Context: an optimization exercise on an open-source flow, tuned for small area, a short achievable clock period and few clock cycles per item. The choices shown serve that exercise and are no tape-out recipe.
The RTL was checked by simulation tests, not by an equivalence proof against the original design.
Power is estimated from default activity; no workload was simulated.

== v6 ==
==> flow/design.v <==
package lkvt_pkg;
  localparam int CAPACITY_DEF   = 32;
  localparam int KEY_BITS_DEF   = 16;
  localparam int VALUE_BITS_DEF = 32;
  localparam int KIND_W      = 2;
  localparam int STATUS_W    = 2;
  localparam int COUNT_OUT_W = 6;
  localparam logic [KIND_W-1:0] KIND_LOOKUP = 2'd0;
  localparam logic [KIND_W-1:0] KIND_INSERT = 2'd1;
  localparam logic [KIND_W-1:0] KIND_DELETE = 2'd2;
  localparam logic [STATUS_W-1:0] STAT_DONE      = 2'd0;
  localparam logic [STATUS_W-1:0] STAT_DUPLICATE = 2'd1;
  localparam logic [STATUS_W-1:0] STAT_FULL      = 2'd2;
  localparam logic [STATUS_W-1:0] STAT_ABSENT    = 2'd3;
  typedef struct packed {
    logic start;      
    logic scan_en;    
    logic rd_last;    
    logic wr_ins;     
    logic wr_del;     
    logic out_load;   
  } lkvt_cmd_t;
  typedef struct packed {
    logic scan_hit;    
    logic scan_miss;   
    logic is_insert;
    logic is_delete;
    logic tbl_full;
  } lkvt_sts_t;
endpackage
module linear_key_value_table
#(
  parameter int CAPACITY   = lkvt_pkg::CAPACITY_DEF,
  parameter int KEY_BITS   = lkvt_pkg::KEY_BITS_DEF,
  parameter int VALUE_BITS = lkvt_pkg::VALUE_BITS_DEF,
  localparam int IN_W  = ((KEY_BITS + VALUE_BITS + 7) / 8) * 8,
  localparam int RES_W = 1 + VALUE_BITS + lkvt_pkg::STATUS_W + lkvt_pkg::COUNT_OUT_W + 2,
  localparam int OUT_W = ((RES_W + 7) / 8) * 8
) (
  input  logic              clk_i,
  input  logic              rst_ni,
  input  logic              s_axis_tvalid,
  output logic              s_axis_tready,
  input  logic [IN_W-1:0]   s_axis_tdata,   
  input  logic [lkvt_pkg::KIND_W-1:0] s_axis_tuser,   
  output logic              m_axis_tvalid,
  input  logic              m_axis_tready,
  output logic [OUT_W-1:0]  m_axis_tdata    
);
  localparam int NR    = 4;                   
  localparam int RL    = CAPACITY / NR;       
  localparam int NP    = 2;                   
  localparam int NQ    = NR * RL;             
  localparam int NS    = NQ + NP;             
  localparam int CNT_W = $clog2(CAPACITY + 1);
  localparam logic [CNT_W-1:0] CAP_CNT = CNT_W'(CAPACITY);
  localparam int W     = KEY_BITS + VALUE_BITS;
  logic [NQ-1:0]         rvld_q;
  logic [W-1:0]          rdat_q [NQ];
  logic [NP-1:0]         pvld_q;
  logic [W-1:0]          pdat_q [NP];
  logic [CNT_W-1:0]      count_q;
  logic [NS-1:0]         svld;
  logic [W-1:0]          sdat [NS];
  always_comb begin
    for (int j = 0; j < NQ; j++) begin
      svld[j] = rvld_q[j];
      sdat[j] = rdat_q[j];
    end
    for (int d = 0; d < NP; d++) begin
      svld[NQ+d] = pvld_q[d];
      sdat[NQ+d] = pdat_q[d];
    end
  end
  logic [NR-1:0]         dsel_q;
  logic [NP-1:0]         psrc_q, pgo_q, ptgt;
  logic [W-1:0]          ddat;
  always_comb begin
    ddat = '0;
    for (int d = 0; d < NP; d++) begin
      ddat = ddat | (pdat_q[d] & {W{psrc_q[d]}});
    end
  end
  always_comb begin
    logic seen;
    seen = 1'b0;
    for (int d = 0; d < NP; d++) begin
      ptgt[d] = (!pvld_q[d] || pgo_q[d]) && !seen;
      seen    = seen || !pvld_q[d] || pgo_q[d];
    end
  end
  logic                          b_v, b_hit;    
  logic [NR:0]                   b_g;           
  logic                          b_sins, b_sdel;
  logic [lkvt_pkg::KIND_W-1:0]   b_kind;
  logic [KEY_BITS-1:0]           b_key;
  logic [VALUE_BITS-1:0]         b_val;
  logic [NS-1:0]                 b_m;
  logic                          r_v, s_v, take, stall;
  logic [RES_W-1:0]              r_q, s_q;
  logic                          rdy_q;
  assign stall = r_v && s_v;
  logic                  ex, b_ins, b_del, b_lu;
  logic                  full, empty, c_31, c_1;
  logic                  ins_ok, del_ok, full_n, empty_n;
  logic [CNT_W-1:0]      count_p1, count_m1, count_n;
  logic [NS-1:0]         clr;
  logic [VALUE_BITS-1:0] rd_val;
  logic                  dvld;
  assign ex    = b_v && !stall;
  assign b_ins = (b_kind == lkvt_pkg::KIND_INSERT);
  assign b_del = (b_kind == lkvt_pkg::KIND_DELETE);
  assign b_lu  = !b_ins && !b_del;
  assign full     = (count_q == CAP_CNT);
  assign empty    = (count_q == '0);
  assign c_31     = (count_q == CAP_CNT - 1);
  assign c_1      = (count_q == CNT_W'(1));
  assign count_p1 = count_q + CNT_W'(1);
  assign count_m1 = count_q - CNT_W'(1);
  assign b_hit    = b_sins || (!b_sdel && (|b_g));
  assign ins_ok   = ex && b_ins && !b_hit && !full;
  assign del_ok   = ex && b_del && b_hit;
  logic                  ins_m, del_m;
  assign ins_m    = ex && b_ins && !full;
  assign del_m    = ex && b_del;
  assign count_n  = b_hit ? (del_m ? count_m1 : count_q) : (ins_m ? count_p1 : count_q);
  assign full_n   = b_hit ? (full && !del_m) : (ins_m ? c_31 : full);
  assign empty_n  = b_hit ? (del_m ? c_1 : empty) : (empty && !ins_m);
  assign clr = (ex && b_del) ? b_m : '0;
  always_comb begin
    rd_val = '0;
    for (int j = 0; j < NS; j++) begin
      rd_val = rd_val | (sdat[j][W-1:KEY_BITS] & {VALUE_BITS{b_m[j]}});
    end
  end
  always_comb begin
    dvld = 1'b0;
    for (int d = 0; d < NP; d++) begin
      dvld = dvld | (psrc_q[d] && !clr[NQ+d]);
    end
  end
  logic [NQ-1:0]         rvld_n;
  logic [NP-1:0]         pvld_n;
  always_comb begin
    for (int r = 0; r < NR; r++) begin
      for (int i = 1; i < RL; i++) begin
        rvld_n[r*RL+i] = rvld_q[r*RL+i-1] && !clr[r*RL+i-1];
      end
      if (dsel_q[r]) begin
        rvld_n[r*RL] = dvld;
      end else begin
        rvld_n[r*RL] = rvld_q[r*RL+RL-1] && !clr[r*RL+RL-1];
      end
    end
    for (int d = 0; d < NP; d++) begin
      pvld_n[d] = (pvld_q[d] && !pgo_q[d] && !clr[NQ+d]) ||
                  (!b_hit && ex && b_ins && !full && ptgt[d]);
    end
  end
  always_ff @(posedge clk_i or negedge rst_ni) begin
    if (!rst_ni) begin
      rvld_q  <= '0;
      pvld_q  <= '0;
      count_q <= '0;
    end else begin
      rvld_q  <= rvld_n;
      pvld_q  <= pvld_n;
      count_q <= count_n;
    end
  end
  always_ff @(posedge clk_i) begin
    for (int r = 0; r < NR; r++) begin
      for (int i = 1; i < RL; i++) begin
        rdat_q[r*RL+i] <= rdat_q[r*RL+i-1];
      end
      rdat_q[r*RL] <= dsel_q[r] ? ddat : rdat_q[r*RL+RL-1];
    end
    for (int d = 0; d < NP; d++) begin
      if (ex && b_ins && ptgt[d]) begin
        pdat_q[d] <= {b_val, b_key};
      end
    end
  end
  logic                          acc, same;
  logic [KEY_BITS-1:0]           key;
  logic [NS-1:0]                 m1, m_rot, b_m_n;
  assign acc = s_axis_tvalid && rdy_q;
  assign key = s_axis_tdata[KEY_BITS-1:0];
  always_comb begin
    for (int j = 0; j < NS; j++) begin
      m1[j] = svld[j] && (sdat[j][KEY_BITS-1:0] == key);
    end
  end
  assign same = b_v && (b_key == key);
  always_comb begin
    logic [NS-1:0] m;
    m = stall ? b_m : m1;
    for (int r = 0; r < NR; r++) begin
      for (int i = 1; i < RL; i++) begin
        m_rot[r*RL+i] = m[r*RL+i-1];
      end
      m_rot[r*RL] = dsel_q[r] ? |(m[NS-1:NQ] & psrc_q) : m[r*RL+RL-1];
    end
    for (int d = 0; d < NP; d++) begin
      m_rot[NQ+d] = m[NQ+d] && !pgo_q[d];
    end
  end
  always_comb begin
    b_m_n = m_rot;
    if (!stall && same && ins_ok) begin
      b_m_n = {ptgt, {NQ{1'b0}}};
    end else if (!stall && same && del_ok) begin
      b_m_n = '0;
    end
  end
  always_ff @(posedge clk_i or negedge rst_ni) begin
    if (!rst_ni) begin
      b_v <= 1'b0;
    end else if (!stall) begin
      b_v <= acc;
    end
  end
  logic [NR:0]                   g_n;
  always_comb begin
    for (int r = 0; r < NR; r++) begin
      g_n[r] = |m1[r*RL +: RL];
    end
    g_n[NR] = |m1[NS-1:NQ];
  end
  always_ff @(posedge clk_i) begin
    b_m <= b_m_n;
    if (!stall) begin
      b_g    <= g_n;
      b_sins <= same && ins_ok;
      b_sdel <= same && del_ok;
      b_kind <= s_axis_tuser;
      b_key  <= key;
      b_val  <= s_axis_tdata[KEY_BITS+VALUE_BITS-1:KEY_BITS];
    end
  end
  logic [lkvt_pkg::STATUS_W-1:0] stat;
  logic [RES_W-1:0]              res_n;
  logic                          r_v_d, s_v_d;
  always_comb begin
    if (b_ins) begin
      stat = b_hit ? lkvt_pkg::STAT_DUPLICATE : (full ? lkvt_pkg::STAT_FULL : lkvt_pkg::STAT_DONE);
    end else begin
      stat = b_hit ? lkvt_pkg::STAT_DONE : lkvt_pkg::STAT_ABSENT;
    end
  end
  assign res_n = {empty_n, full_n, lkvt_pkg::COUNT_OUT_W'(count_n),
                  stat, (b_lu ? rd_val : '0), b_hit};
  assign take  = r_v && m_axis_tready;
  assign r_v_d = (r_v && !take) || s_v || ex;
  assign s_v_d = s_v ? !take : (ex && r_v && !take);
  logic                  stall_n, bv_n, bins_n, bdel_n;
  logic [1:0]            rdy_h, drn_h;
  logic [NR-1:0]         dsel_h [2];
  logic [NP-1:0]         psrc_h [2], pgo_h [2];
  assign bv_n   = stall ? b_v : acc;
  assign bins_n = stall ? b_ins : (s_axis_tuser == lkvt_pkg::KIND_INSERT);
  assign bdel_n = stall ? b_del : (s_axis_tuser == lkvt_pkg::KIND_DELETE);
  always_comb begin
    for (int h = 0; h < 2; h++) begin
      logic          ins_h, del_h, full_h, rf, rf2, p_any, p_all, q_ins, q_del;
      logic [NS-1:0] clr_h;
      logic [NP-1:0] pv;
      logic [NR-1:0] rt;
      logic [NP-1:0] ps;
      ins_h = (h == 0) && ex && b_ins && !full;
      del_h = (h == 1) && ex && b_del;
      clr_h = clr;
      full_h = ins_h ? c_31 : (full && !del_h);
      for (int d = 0; d < NP; d++) begin
        pv[d] = (pvld_q[d] && !pgo_q[d] && !clr_h[NQ+d]) || (ins_h && ptgt[d]);
      end
      rf  = 1'b0;
      rf2 = 1'b0;
      for (int r = 0; r < NR; r++) begin
        rt[r] = !(rvld_q[r*RL + RL-2] && !clr_h[r*RL + RL-2]) && !rf;
        rf    = rf  || !(rvld_q[r*RL + RL-2] && !clr_h[r*RL + RL-2]);
        rf2   = rf2 || !(rvld_q[r*RL + RL-3] && !clr_h[r*RL + RL-3]);
      end
      p_any = 1'b0;
      for (int d = 0; d < NP; d++) begin
        ps[d] = pv[d] && !p_any;
        p_any = p_any || pv[d];
      end
      p_all = &pv;
      drn_h[h]  = p_any && rf;
      dsel_h[h] = (p_any && rf) ? rt : '0;
      psrc_h[h] = ps;
      pgo_h[h]  = (p_any && rf) ? ps : '0;
      q_ins = bv_n && bins_n && !full_h;
      q_del = bv_n && bdel_n;
      rdy_h[h] = rf2 || (full_h && !q_del) ||
                 (p_all ? ((p_any && rf) && !q_ins) : (!p_any || (p_any && rf) || !q_ins));
    end
  end
  always_ff @(posedge clk_i or negedge rst_ni) begin
    if (!rst_ni) begin
      dsel_q  <= '0;
      psrc_q  <= '0;
      pgo_q   <= '0;
    end else begin
      dsel_q  <= b_hit ? dsel_h[1] : dsel_h[0];
      psrc_q  <= b_hit ? psrc_h[1] : psrc_h[0];
      pgo_q   <= b_hit ? pgo_h[1]  : pgo_h[0];
    end
  end
  assign stall_n = r_v_d && s_v_d;
  always_ff @(posedge clk_i or negedge rst_ni) begin
    if (!rst_ni) begin
      r_v   <= 1'b0;
      s_v   <= 1'b0;
      rdy_q <= 1'b0;
    end else begin
      r_v   <= r_v_d;
      s_v   <= s_v_d;
      rdy_q <= !stall_n && (b_hit ? rdy_h[1] : rdy_h[0]);
    end
  end
  always_ff @(posedge clk_i) begin
    if (!r_v || take) begin
      r_q <= s_v ? s_q : res_n;
    end
    if (!s_v) begin
      s_q <= res_n;
    end
  end
  assign s_axis_tready = rdy_q;
  assign m_axis_tvalid = r_v;
  assign m_axis_tdata  = OUT_W'(r_q);
endmodule
Settings: LEC_CHECK=0, CAP_MARGIN=20, CORE_MARGIN=2, CORE_UTILIZATION=45, CTS_CLUSTER_DIAMETER=80, CTS_CLUSTER_SIZE=25, PLACE_DENSITY=0.65, SETUP_SLACK_MARGIN=2.6, SLEW_MARGIN=20; clock period 5.0 ns.
run.sh (not shown) runs the stock make flow with config.mk's settings and CLKGATE_MAP_FILE= SYNTH_SCRIPT=/design/flow/synth_recipe.tcl, a recipe that flattens the netlist after the stock synthesis.
v6 finished every step from synthesis to the final layout, and the layout passed the timing, DRC and antenna checks.
Testbench counts of v6, summed over its fixed seeds: cycles 12,172, items 12,000.
Input-level comparison between v7 and v6:
--- a/flow/design.v
+++ b/flow/design.v
@@ -94,14 +94,15 @@
   logic                          b_sins, b_sdel;
   logic [lkvt_pkg::KIND_W-1:0]   b_kind;
   logic [KEY_BITS-1:0]           b_key;
   logic [VALUE_BITS-1:0]         b_val;
   logic [NS-1:0]                 b_m;
-  logic                          r_v, s_v, take, stall;
-  logic [RES_W-1:0]              r_q, s_q;
+  logic                          r_v, take, stall;
+  logic [RES_W-1:0]              r_q;
   logic                          rdy_q;
-  assign stall = r_v && s_v;
+  assign take  = r_v && m_axis_tready;
+  assign stall = b_v && r_v && !m_axis_tready;
   logic                  ex, b_ins, b_del, b_lu;
   logic                  full, empty, c_31, c_1;
   logic                  ins_ok, del_ok, full_n, empty_n;
   logic [CNT_W-1:0]      count_p1, count_m1, count_n;
   logic [NS-1:0]         clr;
@@ -182,11 +183,11 @@
     end
   end
   logic                          acc, same;
   logic [KEY_BITS-1:0]           key;
   logic [NS-1:0]                 m1, m_rot, b_m_n;
-  assign acc = s_axis_tvalid && rdy_q;
+  assign acc = s_axis_tvalid && s_axis_tready;
   assign key = s_axis_tdata[KEY_BITS-1:0];
   always_comb begin
     for (int j = 0; j < NS; j++) begin
       m1[j] = svld[j] && (sdat[j][KEY_BITS-1:0] == key);
     end
@@ -238,24 +239,22 @@
       b_val  <= s_axis_tdata[KEY_BITS+VALUE_BITS-1:KEY_BITS];
     end
   end
   logic [lkvt_pkg::STATUS_W-1:0] stat;
   logic [RES_W-1:0]              res_n;
-  logic                          r_v_d, s_v_d;
+  logic                          r_v_d;
   always_comb begin
     if (b_ins) begin
       stat = b_hit ? lkvt_pkg::STAT_DUPLICATE : (full ? lkvt_pkg::STAT_FULL : lkvt_pkg::STAT_DONE);
     end else begin
       stat = b_hit ? lkvt_pkg::STAT_DONE : lkvt_pkg::STAT_ABSENT;
     end
   end
   assign res_n = {empty_n, full_n, lkvt_pkg::COUNT_OUT_W'(count_n),
                   stat, (b_lu ? rd_val : '0), b_hit};
-  assign take  = r_v && m_axis_tready;
-  assign r_v_d = (r_v && !take) || s_v || ex;
-  assign s_v_d = s_v ? !take : (ex && r_v && !take);
-  logic                  stall_n, bv_n, bins_n, bdel_n;
+  assign r_v_d = (r_v && !take) || ex;
+  logic                  bv_n, bins_n, bdel_n;
   logic [1:0]            rdy_h, drn_h;
   logic [NR-1:0]         dsel_h [2];
   logic [NP-1:0]         psrc_h [2], pgo_h [2];
   assign bv_n   = stall ? b_v : acc;
   assign bins_n = stall ? b_ins : (s_axis_tuser == lkvt_pkg::KIND_INSERT);
@@ -306,29 +305,23 @@
       dsel_q  <= b_hit ? dsel_h[1] : dsel_h[0];
       psrc_q  <= b_hit ? psrc_h[1] : psrc_h[0];
       pgo_q   <= b_hit ? pgo_h[1]  : pgo_h[0];
     end
   end
-  assign stall_n = r_v_d && s_v_d;
   always_ff @(posedge clk_i or negedge rst_ni) begin
     if (!rst_ni) begin
       r_v   <= 1'b0;
-      s_v   <= 1'b0;
       rdy_q <= 1'b0;
     end else begin
       r_v   <= r_v_d;
-      s_v   <= s_v_d;
-      rdy_q <= !stall_n && (b_hit ? rdy_h[1] : rdy_h[0]);
+      rdy_q <= b_hit ? rdy_h[1] : rdy_h[0];
     end
   end
   always_ff @(posedge clk_i) begin
-    if (!r_v || take) begin
-      r_q <= s_v ? s_q : res_n;
-    end
-    if (!s_v) begin
-      s_q <= res_n;
+    if (ex) begin
+      r_q <= res_n;
     end
   end
-  assign s_axis_tready = rdy_q;
+  assign s_axis_tready = rdy_q && (!b_v || !r_v || m_axis_tready);
   assign m_axis_tvalid = r_v;
   assign m_axis_tdata  = OUT_W'(r_q);
 endmodule
==> notes.md <==
Compared with v6, number of tap cells inserted in v7 decreased slightly.
v7 has completed all stages; timing, DRC and antenna checks passed.
In v7 the mean area per synthesized cell turned out 0.21 sq um higher than in v6.
Run comparison: v7 slowest stage cell on the critical path sky130_fd_sc_hd__and3b_2; v6 slowest stage cell on the critical path sky130_fd_sc_hd__dfxtp_4
For clock-pin slew on the worst setup and hold paths, v6 and v7 come out practically identical.
v7 vs v6, first-pass GRT wire length went down by about 6%.
Taking v6 as the reference, in v7 critical path depth lost 1, core utilization fell by 0.50 points.
The number of vias after detailed routing in v7 sits about 5% below the value recorded for v6.
Compared with v6, v7 shows a sequential portion of the cell area that is 0.73 points higher.
v7 ended up with a lower multi-input combinational cell count than v6 did.
Max global-route usage across v6 and v7: v6
v6 → v7: slew at the pin with the worst max-slew slack +0.014 ns; total power moved down; largest clock skew in the final design has increased; total wire length after detailed routing now smaller.
Testbench counts of v7, summed over its fixed seeds: cycles 12,172, items 12,000.

re-timing with driven ports:
The flow's constraints put no driver on any port. The routed layouts listed below were extracted and timed again, unchanged, in two steps. Step 1 assumes that a clkbuf_16 drives the clock port and a buf_2 every other input. Step 2 times the ports against the registers' clock, not the clock port: input delays grow and output delays shrink by t, the midpoint of the rising clock arrivals with the driver on. Three values: ideal, step 1, step 2; two values: the first two.
| run | shift t [ns] | slack for setup (ns) | worst hold slack (ns) | clock arrival spread, ns | worst data-port slew with drivers (ns) |
|---|---|---|---|---|---|
| v6 | 0.786 | 2.601 / 2.575 / 1.821 | 0.324 / 0.324 / 0.324 | 0.048 / 0.049 | 0.07 |
| v7 | 0.772 | 2.288 / 2.239 / 1.918 | 0.181 / 0.130 / 0.315 | 0.051 / 0.051 | 0.08 |
After both steps every run listed still meets setup and hold. For v6, which loses most, drivers alone change the setup slack by -0.026 ns; drivers and shift together by -0.780 ns.
